Context: an optimization exercise on an open-source flow, tuned for small area, a short achievable clock period and few clock cycles per item. The choices shown serve that exercise and are no tape-out recipe. Where RTL was checked, it was by simulation tests only, not by an equivalence proof against the original. Power and IR drop assume default switching activity.

==> inputs of 12-26 <==
// normalized_iir_section_filter
module normalized_iir_section_filter #(
   parameter int COEF_BITS      = 24,
   parameter int COEF_FRAC_BITS = 16
) (
   input  wire logic        clock,
   input  wire logic        reset,
   input  wire logic        req_valid,
   output logic             req_stall,
   input  wire logic [16:0] req_data,    
   output logic             rsp_valid,
   input  wire logic        rsp_stall,
   output logic [17:0]      rsp_data,    
   input  wire logic        csr_we,
   input  wire logic [2:0]  csr_index,
   input  wire logic [23:0] csr_wdata
);
Settings: LEC_CHECK=0, CAP_MARGIN=20, CORE_MARGIN=2, CORE_UTILIZATION=40, SLEW_MARGIN=20; clock period 9.0 ns.
run.sh (not shown) runs the stock make flow with config.mk's settings and CLKGATE_MAP_FILE= SYNTH_SCRIPT=/design/flow/synth_recipe.tcl, a recipe that flattens the netlist after the stock synthesis.
==> inputs of 10-11, as changes to 12-26 <==
--- a/flow/design.v
+++ b/flow/design.v
@@ -171,34 +171,52 @@
             phl  <= 1'b1;
          end else begin
             pidx <= pidx + 3'd1;
          end
       end
    end
-   logic signed [23:0] pc_sel;
-   logic signed [16:0] pv_sel;
-   wire  [16:0]        nya = ((lst != 4'd0) | pend) ? ny1 : ny2;
-   always_comb begin
-      case (pidx)
-         3'd0: begin pc_sel = c_b1; pv_sel = 17'(x0); end
-         3'd1: begin pc_sel = c_b2; pv_sel = 17'(x1); end
-         3'd2: begin pc_sel = c_b3; pv_sel = 17'(x2); end
-         3'd3: begin pc_sel = c_a3; pv_sel = nya;     end
-         default: begin pc_sel = c_a2; pv_sel = ny1;  end
+   logic signed [23:0] op_c, nc_sel;
+   logic        [8:0]  op_v;
+   logic signed [16:0] nv_sel;
+   logic        [2:0]  n_idx;
+   logic               n_hl, n_on;
+   wire         [16:0] nya = ((lst != 4'd0) | pend) ? ny1 : ny2;
+   always_comb begin
+      n_on  = 1'b1;
+      n_idx = pidx + 3'd1;
+      n_hl  = phl;
+      if (p_start) begin
+         n_idx = 3'd0;
+         n_hl  = 1'b0;
+      end else if (!pbusy || p_last) begin
+         n_on = 1'b0;
+      end else if (pidx == (p5 ? 3'd4 : 3'd3)) begin
+         n_idx = 3'd0;
+         n_hl  = 1'b1;
+      end
+      case (n_idx)
+         3'd0: begin nc_sel = c_b1; nv_sel = p_start ? 17'(xin) : 17'(x0); end
+         3'd1: begin nc_sel = c_b2; nv_sel = 17'(x1); end
+         3'd2: begin nc_sel = c_b3; nv_sel = 17'(x2); end
+         3'd3: begin nc_sel = c_a3; nv_sel = nya;     end
+         default: begin nc_sel = c_a2; nv_sel = ny1;  end
       endcase
    end
-   wire [8:0] v9 = pbusy ? (phl ? {1'b0, pv_sel[7:0]} : pv_sel[16:8]) : 9'd0;
+   always_ff @(posedge clock) begin
+      op_c <= nc_sel;
+      op_v <= n_on ? (n_hl ? {1'b0, nv_sel[7:0]} : nv_sel[16:8]) : 9'd0;
+   end
    logic [W-1:0] pp [9];
    always_comb begin
       for (int j = 0; j < 9; j++) pp[j] = '0;
       for (int j = 0; j < 8; j++) begin
-         pp[j][j +: 23] = {23{v9[j]}} & pc_sel[22:0];
-         pp[j][j + 23]  = pbusy & ~(v9[j] & pc_sel[23]);
+         pp[j][j +: 23] = {23{op_v[j]}} & op_c[22:0];
+         pp[j][j + 23]  = pbusy & ~(op_v[j] & op_c[23]);
       end
-      pp[8][8 +: 23] = {23{pbusy}} & ~({23{v9[8]}} & pc_sel[22:0]);
-      pp[8][31]      = v9[8] & pc_sel[23];
+      pp[8][8 +: 23] = {23{pbusy}} & ~({23{op_v[8]}} & op_c[22:0]);
+      pp[8][31]      = op_v[8] & op_c[23];
    end
    logic [W-1:0] ps, pcy, ps_fb, pc_fb;
    wire p_first = pbusy & ~phl & (pidx == 3'd0);
    wire p_shift = pbusy & phl & (pidx == 3'd0);
    always_comb begin
       if (p_first) begin
@@ -245,13 +263,12 @@
       pcy <= pc_n;
    end
    logic [25:0]        rr;        
    logic [15:0]        lq;        
    logic               inv1;      
    logic               pre_r, frc_r, negr;
-   logic signed [40:0] mm;        
    wire [27:0]        t_op = {rr, lq[15:14]} ^ {28{inv1}};
    wire               zlo  = (lq[13:0] == 14'd0);
    wire               cin  = inv1 & zlo;
    wire signed [26:0] tu   = {1'b0, t_op[25:0]};
    wire signed [26:0] df1  = tu + nd1 + 27'(cin);
    wire signed [26:0] df2  = tu + (nd1 <<< 1) + 27'(cin);
@@ -269,23 +286,41 @@
                                       input logic zdiv, input logic frc, input logic ng);
       if (zdiv) eff = 2'd0;
       else if (frc && first) eff = ng ? 2'd2 : 2'd1;
       else if (frc) eff = ng ? 2'd0 : 2'd3;
       else eff = d;
    endfunction
-   wire [1:0] e_d  = eff(lq[1:0], lst == 4'd2, dz, frc_r, negr);
-   wire [1:0] e_l0 = eff(lq[1:0], 1'b0, dz, frc_r, negr);
-   wire signed [40:0] a2x  = 41'(c_a2);
-   wire signed [40:0] mm_n = ((lst == 4'd2) ? 41'sd0 : (mm <<< 2))
-                             + (e_d[1] ? (a2x <<< 1) : 41'sd0) + (e_d[0] ? a2x : 41'sd0);
-   wire          sb  = p_usem & ~negr;
-   wire [W-1:0]  xm  = p_usem ? {mm, 1'b0} << 1 : '0;
-   wire [W-1:0]  xt1 = (p_usem & e_l0[1]) ? W'(a2x <<< 1) : '0;
-   wire [W-1:0]  xt0 = (p_usem & e_l0[0]) ? W'(a2x) : '0;
-   wire [W-1:0]  acc = ps + pcy + (xm ^ {W{sb}}) + (xt1 ^ {W{sb}}) + (xt0 ^ {W{sb}})
-                       + {{(W-2){1'b0}}, sb, sb};
+   logic signed [25:0] a2x3;
+   always_ff @(posedge clock) begin
+      a2x3 <= 26'(c_a2) + (26'(c_a2) <<< 1);
+   end
+   function automatic logic [W-1:0] a2mul(input logic [1:0] e, input logic signed [23:0] a,
+                                          input logic signed [25:0] a3);
+      case (e)
+         2'd0:    a2mul = '0;
+         2'd1:    a2mul = W'(a);
+         2'd2:    a2mul = W'(a) << 1;
+         default: a2mul = W'(a3);
+      endcase
+   endfunction
+   logic [W-1:0] mm;
+   logic [1:0]   e0r;
+   wire  [1:0]   e_d  = eff(lq[1:0], lst == 4'd2, dz, frc_r, negr);
+   wire          posy = ~negr;
+   wire  [W-1:0] sgnm = {W{posy}};
+   wire  [W-1:0] mm_n = ((lst == 4'd2) ? {W{1'b0}} : (mm << 2))
+                        + (a2mul(e_d, c_a2, a2x3) ^ sgnm) + {{(W-1){1'b0}}, posy};
+   wire [W-1:0] xm  = p_usem ? (mm << 2) : '0;
+   wire [W-1:0] xe  = p_usem ? (a2mul(e0r, c_a2, a2x3) ^ sgnm) : '0;
+   wire         xci = p_usem & ~negr;
+   logic [W-1:0] s1, c1, s2, c2;
+   always_comb begin
+      {s1, c1} = csa(ps, pcy, xm);
+      {s2, c2} = csa(s1, c1 | {{(W-1){1'b0}}, xci}, xe);
+   end
+   wire [W-1:0] acc = s2 + c2;
    always_ff @(posedge clock) begin
       if (fire_l0) begin
          rr   <= acc[W-1:16];
          lq   <= acc[15:0];
          inv1 <= acc[W-1];
       end else if (lst != 4'd0) begin
@@ -300,12 +335,13 @@
       end
       if (reset || fl_do) begin
          mm <= '0;
       end else if (lst >= 4'd2) begin
          mm <= mm_n;
       end
+      if (lst == 4'd8) e0r <= eff(dig, 1'b0, dz, frc_r, negr);
    end
    logic [15:0] mag, yv;
    logic [16:0] nyv;
    logic        sat;
    always_comb begin
       mag = frc_r ? (negr ? 16'h8000 : 16'h7fff) : lq;
--- a/flow/config.mk
+++ b/flow/config.mk
@@ -5,7 +5,8 @@
 export SDC_FILE = /design/flow/constraint.sdc
 export NUM_CORES = 4
 export LEC_CHECK = 0
 export CAP_MARGIN = 20
 export CORE_MARGIN = 2
 export CORE_UTILIZATION = 40
+export SETUP_SLACK_MARGIN = 5
 export SLEW_MARGIN = 20
==> qor summary <==
item	12-26	10-11
Status	no timing/DRC/antenna violations	no timing/DRC/antenna violations
Clock-net power	2580 uW	2660 uW
Destination of the worst register-to-register timing path	rr[25]	mm[39]
Number of gates resized after CTS	0	261
# Post-CTS Setup Buffers	0	121
Final Cycle Share	84.7%	53.3%
Worst rel slew slack	23.7%	27.9%
Met1 Usage GRT	35.0%	35.9%
CP Depth	24	22
Number of flip-flops and latches	498	559
Invs w/o clock	552	299
Worst slew pin tran	1.11 ns	1.08 ns
Via density per instance	5.50	5.68
Inserted Clock Buffers	58	59
Cell internal power dissipation	8390 uW	7530 uW
Area growth from synthesis to layout	9.97%	19.2%
First-pass GRT wire length	215000 um	224000 um
Detailed router's first-iteration violation count	2954	3611
Met2 routed WL	60300 um	64800 um
Count of different cell masters after synthesis	89	92
Post-layout worst setup margin	1.37 ns	4.20 ns
Post-Route Hold Slack	0.452 ns	0.418 ns
Clock network fraction of design power	15.2%	19.5%
Clock slew seen by the registers of the worst setup and hold paths	0.06 ns	0.07 ns
Share of post-route cells with drive strength above 1	4.64%	14.3%
Multi-In Gates	3910	4014
Die boundary width	332 um	333 um
Testbench counts of 12-26, summed over its fixed seeds: cycles 28,928, items 3,072.
No functional check of the RTL was part of 10-11.

## port drivers added, routing unchanged
In the flow no input, the clock included, has a driving cell. The finished layouts below were timed again as built, in two steps.
Step 1: set_driving_cell puts a clkbuf_16 on clock and a buf_2 on each other input, an assumption about the parent block.
Step 2 moves the port delays by t, midway between the first and last clock arrival at a register: inputs arrive t later, outputs are due t later. That takes back most of the time a late clock gives input paths.
Three values: ideal, step 1, step 2; two values: the first two.
| run | t (ns) | setup slack, ns | worst setup path after step 2 | latest minus earliest clock arrival (ns) |
|---|---|---|---|---|
| 12-26 | 0.747 | 1.373 / 1.373 / 1.373 | register to register | 0.032 / 0.032 |
| 10-11 | 0.731 | 4.204 / 4.204 / 4.204 | register to register | 0.064 / 0.064 |
After both steps every run listed still meets setup and hold.
